What follows belongs to an exercise in optimizing a design on an open flow for small area and a short achievable clock period; a production flow would make more cautious choices. Only simulation tests tie the RTL to the original design; equivalence was not proved.

==> job 9655 <==
Design awgn_gen, start of the top module:
module awgn_gen (
	input  wire logic clk,
	input  wire logic rst_n,
	input  wire logic run,
	input  wire logic [snr_pkg::snr_width-1:0] snr_db,
	input  wire logic snr_load,
	output logic signed [awgn_pkg::sample_width-1:0] awgn_out,
	output logic signed [awgn_pkg::quant_width-1:0] awgn_out_quant,
	output logic signed [snr_pkg::noise_width-1:0] noise_out,
	output logic sample_valid,
	output logic snr_err
);
==> module clt_sum, before the edit <==
module clt_sum (
	input  wire logic clk,
	input  wire logic rst_n,
	input  wire logic [awgn_pkg::num_sources-1:0] fa,
	input  wire logic [awgn_pkg::num_sources-1:0] fac,
	input  wire logic stepped,
	output awgn_pkg::clt_word_u sum_word
);
	localparam logic [31:0] first_sum = 32'hfbf91a62;
	logic [3:0] n0, m;
	logic first;
	logic [31:0] next_sum;
	function automatic logic [3:0] count12(input logic [11:0] v);
		count12 = 4'(v[0]) + 4'(v[1]) + 4'(v[2]) + 4'(v[3]) + 4'(v[4]) + 4'(v[5])
			+ 4'(v[6]) + 4'(v[7]) + 4'(v[8]) + 4'(v[9]) + 4'(v[10]) + 4'(v[11]);
	endfunction
	always_ff @(posedge clk) begin
		n0 <= count12(fa);
		m  <= count12(fac);
	end
	logic [31:0] y;
	logic [4:0] low_sum;
	logic signed [2:0] delta;
	logic signed [3:0] low2;
	logic kp, km, ko_p, ko_m;
	logic [21:0] y_mid, inc_pref, dec_pref, mid;
	logic [7:0] b0, bm, bsel, top;
	assign y = {sum_word.sample[31], sum_word.sample[31:1]};
	assign low_sum = 5'd6 + {4'b0, sum_word.sample[0]} - {1'b0, n0};
	assign delta = low_sum[3:1];
	assign low2 = $signed({2'b0, y[1:0]}) + delta;
	assign kp = low2[2] & ~low2[3];
	assign km = low2[3];
	assign y_mid = y[23:2];
	always_comb begin
		inc_pref[0] = 1'b1;
		dec_pref[0] = 1'b1;
		for (int j = 1; j < 22; j++) begin
			inc_pref[j] = inc_pref[j-1] & y_mid[j-1];
			dec_pref[j] = dec_pref[j-1] & ~y_mid[j-1];
		end
	end
	assign mid = y_mid ^ ({22{kp}} & inc_pref) ^ ({22{km}} & dec_pref);
	assign ko_p = kp & (&y_mid);
	assign ko_m = km & ~(|y_mid);
	assign b0 = 8'(4'd9 * n0) - {3'b0, m, 1'b0} - 8'd48;
	assign bm = 8'(4'd9 * n0) - {3'b0, m, 1'b0} - 8'd49;
	assign bsel = ko_m ? bm : b0;
	assign top = y[31:24] + bsel + {7'b0, ko_p};
	assign next_sum = {top, mid, low2[1:0]};
	always_ff @(posedge clk or negedge rst_n) begin
		if (!rst_n) begin
			sum_word.sample <= '0;
			first <= 1'b1;
		end else begin
			first <= 1'b0;
			if (stepped)
				sum_word.sample <= next_sum;
			else if (first)
				sum_word.sample <= first_sum;
		end
	end
endmodule
make LEC_CHECK=0 ABC_CLOCK_PERIOD_IN_PS=2500 CAP_MARGIN=20 CORE_MARGIN=2 CORE_UTILIZATION=40 SETUP_SLACK_MARGIN=4.8 SLEW_MARGIN=20 SYNTH_MEMORY_MAX_BITS=16384 finish   # period 7.5 ns
run.sh (not shown) runs the stock make flow with config.mk's settings and CLKGATE_MAP_FILE= SYNTH_SCRIPT=/design/flow/synth_recipe.tcl, a recipe that flattens the netlist after the stock synthesis.
==> job 4760 (differences from job 9655) <==
--- a/flow/design.v
+++ b/flow/design.v
@@ -197,6 +197,42 @@
 	logic first;
+	logic [31:0] y;
+	logic [2:0] delta;
+	logic [3:0] low2;
+	logic kp, km, ko_p, ko_m;
+	logic [21:0] y_mid, inc_pref, dec_pref, mid;
+	logic [7:0] top_0, top_p, top_m, top;
 	logic [31:0] next_sum;
+	function automatic logic [1:0] fadd(input logic x, input logic y, input logic z);
+		fadd = {(x & y) | (x & z) | (y & z), x ^ y ^ z};
+	endfunction
 	function automatic logic [3:0] count12(input logic [11:0] v);
-		count12 = 4'(v[0]) + 4'(v[1]) + 4'(v[2]) + 4'(v[3]) + 4'(v[4]) + 4'(v[5])
-			+ 4'(v[6]) + 4'(v[7]) + 4'(v[8]) + 4'(v[9]) + 4'(v[10]) + 4'(v[11]);
+		logic [1:0] l0, l1, l2, l3, w1, w2, w3;
+		logic b0, h, b1, x4, b2, b3;
+		l0 = fadd(v[0], v[1], v[2]);
+		l1 = fadd(v[3], v[4], v[5]);
+		l2 = fadd(v[6], v[7], v[8]);
+		l3 = fadd(v[9], v[10], v[11]);
+		w1 = fadd(l0[0], l1[0], l2[0]);        
+		w2 = fadd(l0[1], l1[1], l2[1]);        
+		w3 = fadd(w1[1], w2[0], l3[1]);        
+		b0 = w1[0] ^ l3[0];
+		h = w1[0] & l3[0];
+		b1 = h ^ w3[0];
+		x4 = w2[1] ^ w3[1];
+		b2 = x4 ^ (h & w3[0]);
+		b3 = (w2[1] & w3[1]) | (x4 & h & w3[0]);
+		count12 = {b3, b2, b1, b0};
+	endfunction
+	function automatic logic [15:0] add8x2(input logic [7:0] a, input logic [7:0] b);
+		logic [7:0] g, p, gg, pp;
+		g = a & b;
+		p = a ^ b;
+		gg = g;
+		pp = p;
+		for (int d = 1; d < 8; d = d * 2)
+			for (int i = 7; i >= d; i--) begin
+				gg[i] = gg[i] | (pp[i] & gg[i-d]);
+				pp[i] = pp[i] & pp[i-d];
+			end
+		add8x2 = {p ^ {gg[6:0] | pp[6:0], 1'b1}, p ^ {gg[6:0], 1'b0}};
 	endfunction
@@ -206,13 +242,5 @@
 	end
-	logic [31:0] y;
-	logic [4:0] low_sum;
-	logic signed [2:0] delta;
-	logic signed [3:0] low2;
-	logic kp, km, ko_p, ko_m;
-	logic [21:0] y_mid, inc_pref, dec_pref, mid;
-	logic [7:0] b0, bm, bsel, top;
 	assign y = {sum_word.sample[31], sum_word.sample[31:1]};
-	assign low_sum = 5'd6 + {4'b0, sum_word.sample[0]} - {1'b0, n0};
-	assign delta = low_sum[3:1];
-	assign low2 = $signed({2'b0, y[1:0]}) + delta;
+	assign delta = 3'd3 - n0[3:1];
+	assign low2 = {2'b00, y[1:0]} + {delta[2], delta};
 	assign kp = low2[2] & ~low2[3];
@@ -231,6 +259,20 @@
 	assign ko_m = km & ~(|y_mid);
-	assign b0 = 8'(4'd9 * n0) - {3'b0, m, 1'b0} - 8'd48;
-	assign bm = 8'(4'd9 * n0) - {3'b0, m, 1'b0} - 8'd49;
-	assign bsel = ko_m ? bm : b0;
-	assign top = y[31:24] + bsel + {7'b0, ko_p};
+	function automatic logic [15:0] csa_top(input logic [7:0] yt, input logic [3:0] n, input logic [3:0] mm, input logic [7:0] c);
+		logic [7:0] r1, r2, r3, r4, s1, c1, s2, c2;
+		r1 = yt;
+		r2 = {4'b0, n} | ({1'b0, n, 3'b0} & 8'h70);
+		r3 = {3'b0, ~mm, 1'b0};
+		r4 = c | {4'b0, n[0], 3'b0};    
+		s1 = r1 ^ r2 ^ r3;
+		c1 = {(r1[6:0] & r2[6:0]) | (r1[6:0] & r3[6:0]) | (r2[6:0] & r3[6:0]), 1'b0};
+		s2 = s1 ^ c1 ^ r4;
+		c2 = {(s1[6:0] & c1[6:0]) | (s1[6:0] & r4[6:0]) | (c1[6:0] & r4[6:0]), 1'b0};
+		csa_top = {s2, c2};
+	endfunction
+	logic [7:0] sa, ca, sb, cb, top_x;
+	assign {sa, ca} = csa_top(y[31:24], n0, m, 8'hb1);
+	assign {sb, cb} = csa_top(y[31:24], n0, m, 8'hb2);
+	assign {top_0, top_m} = add8x2(sa, ca);
+	assign {top_p, top_x} = add8x2(sb, cb);
+	assign top = ko_p ? top_p : (ko_m ? top_m : top_0);
 	assign next_sum = {top, mid, low2[1:0]};
==> flow/flow/run.sh (new file) <==
#!/bin/bash
# Standard layout, with the port buffers made from buf_2 cells instead of
# the default pick (a slow delay buffer). Each tool's output goes to a log here.
set -euo pipefail
export BUFFER_PORTS_ARGS="-buffer_cell sky130_fd_sc_hd__buf_2"
export RECOVER_POWER=100
bash standard.sh > standard_make.log 2>&1
==> flow/standard.sh (new file) <==
#!/bin/bash
# synth_recipe.tcl (not shown) runs the flow's synth.tcl, then flattens the netlist and writes it again
# the make line also repeats each setting of config.mk as NAME=value (left out here)
make -C /OpenROAD-flow-scripts/flow DESIGN_CONFIG=/design/flow/config.mk WORK_HOME=/design/flow/orfs CLKGATE_MAP_FILE= SYNTH_SCRIPT=/design/flow/synth_recipe.tcl "${@:-finish}"
--- a/flow/config.mk
+++ b/flow/config.mk
@@ -7,6 +7,6 @@
 export LEC_CHECK = 0
-export ABC_CLOCK_PERIOD_IN_PS = 2500
+export ABC_CLOCK_PERIOD_IN_PS = 2000
 export CAP_MARGIN = 20
 export CORE_MARGIN = 2
-export CORE_UTILIZATION = 40
+export CORE_UTILIZATION = 60
 export SETUP_SLACK_MARGIN = 4.8
removed: flow/run.sh
==> summary of the runs <==
Job 4760 finished with max-capacitance violations, max-slew violations left. Job 9655 ran to the end with no violations.
Between job 9655 and job 4760, the lower wire length is in job 4760 (gap 4.0%, measured against job 4760).
In job 9655 the synthesized area is lower than in job 4760, by 1.2%.
Final cell count: job 4760 is lower than job 9655 (about 13%).
First-iteration DRC count: job 9655 is smaller than job 4760 (23%).
Against job 9655, the synthesized cell count of job 4760 is lower by about 3.5%.
Count of clock-buffer cells in the layout is the same in job 9655 and job 4760.
Of job 9655 and job 4760, job 9655 has the higher critical path depth (gap 12).
==> figures <==
quantity	job 4760	job 9655
Nets@finish	955	1027
Global-route met2 utilization	44.9%	33.2%
Placed Instances	1024	1152
Well tap count	172	265
Launch point of the critical path	noise_scale_i.quant[6]	clt_sum_i.n0[0]
First-pass GRT wire length	31800 um	33200 um
Maximum number of pins on one net before global-route repair	69	50
Final core utilization	68.9%	50.3%
Vias in the first global route	6280	6361
Worst setup slack before clock tree synthesis	4.59 ns	3.49 ns
Outcome	failed layout checks	complete, no violations
Reasons for failing layout checks	max-capacitance violations, max-slew violations	-
Number of cells on the critical path	8	20
Starting density of the core	62.1%	40.4%
Routed wl met2	9500 um	9750 um
Reg2reg path depth	8	20

port drivers added, routing unchanged:
The results above use ideal ports. As a check the final layouts listed here were re-extracted and re-timed, cells and wires unchanged.
Step 1 sets driving cells, clkbuf_16 on the clock port and buf_2 on the other inputs (assumed; they add their load-dependent delay and slew).
Step 2 adds t to the input delays and takes it off the output delays; t is the mean of the earliest and latest rising clock arrival at the registers after step 1. Input paths then give back, and output paths get back, about the clock's delay inside the block.
Three values: ideal, step 1, step 2; two values: the first two.
run	t (ns)	setup slack, ns	worst setup path at the end	clock arrival spread, ns	slew at the worst register clock pin (ns)
job 9655	0.395	3.875 / 3.875 / 3.875	register to register	0.015 / 0.016	0.08 / 0.08
job 4760	0.393	3.763 / 3.763 / 3.763	register to register	0.012 / 0.011	0.07 / 0.07
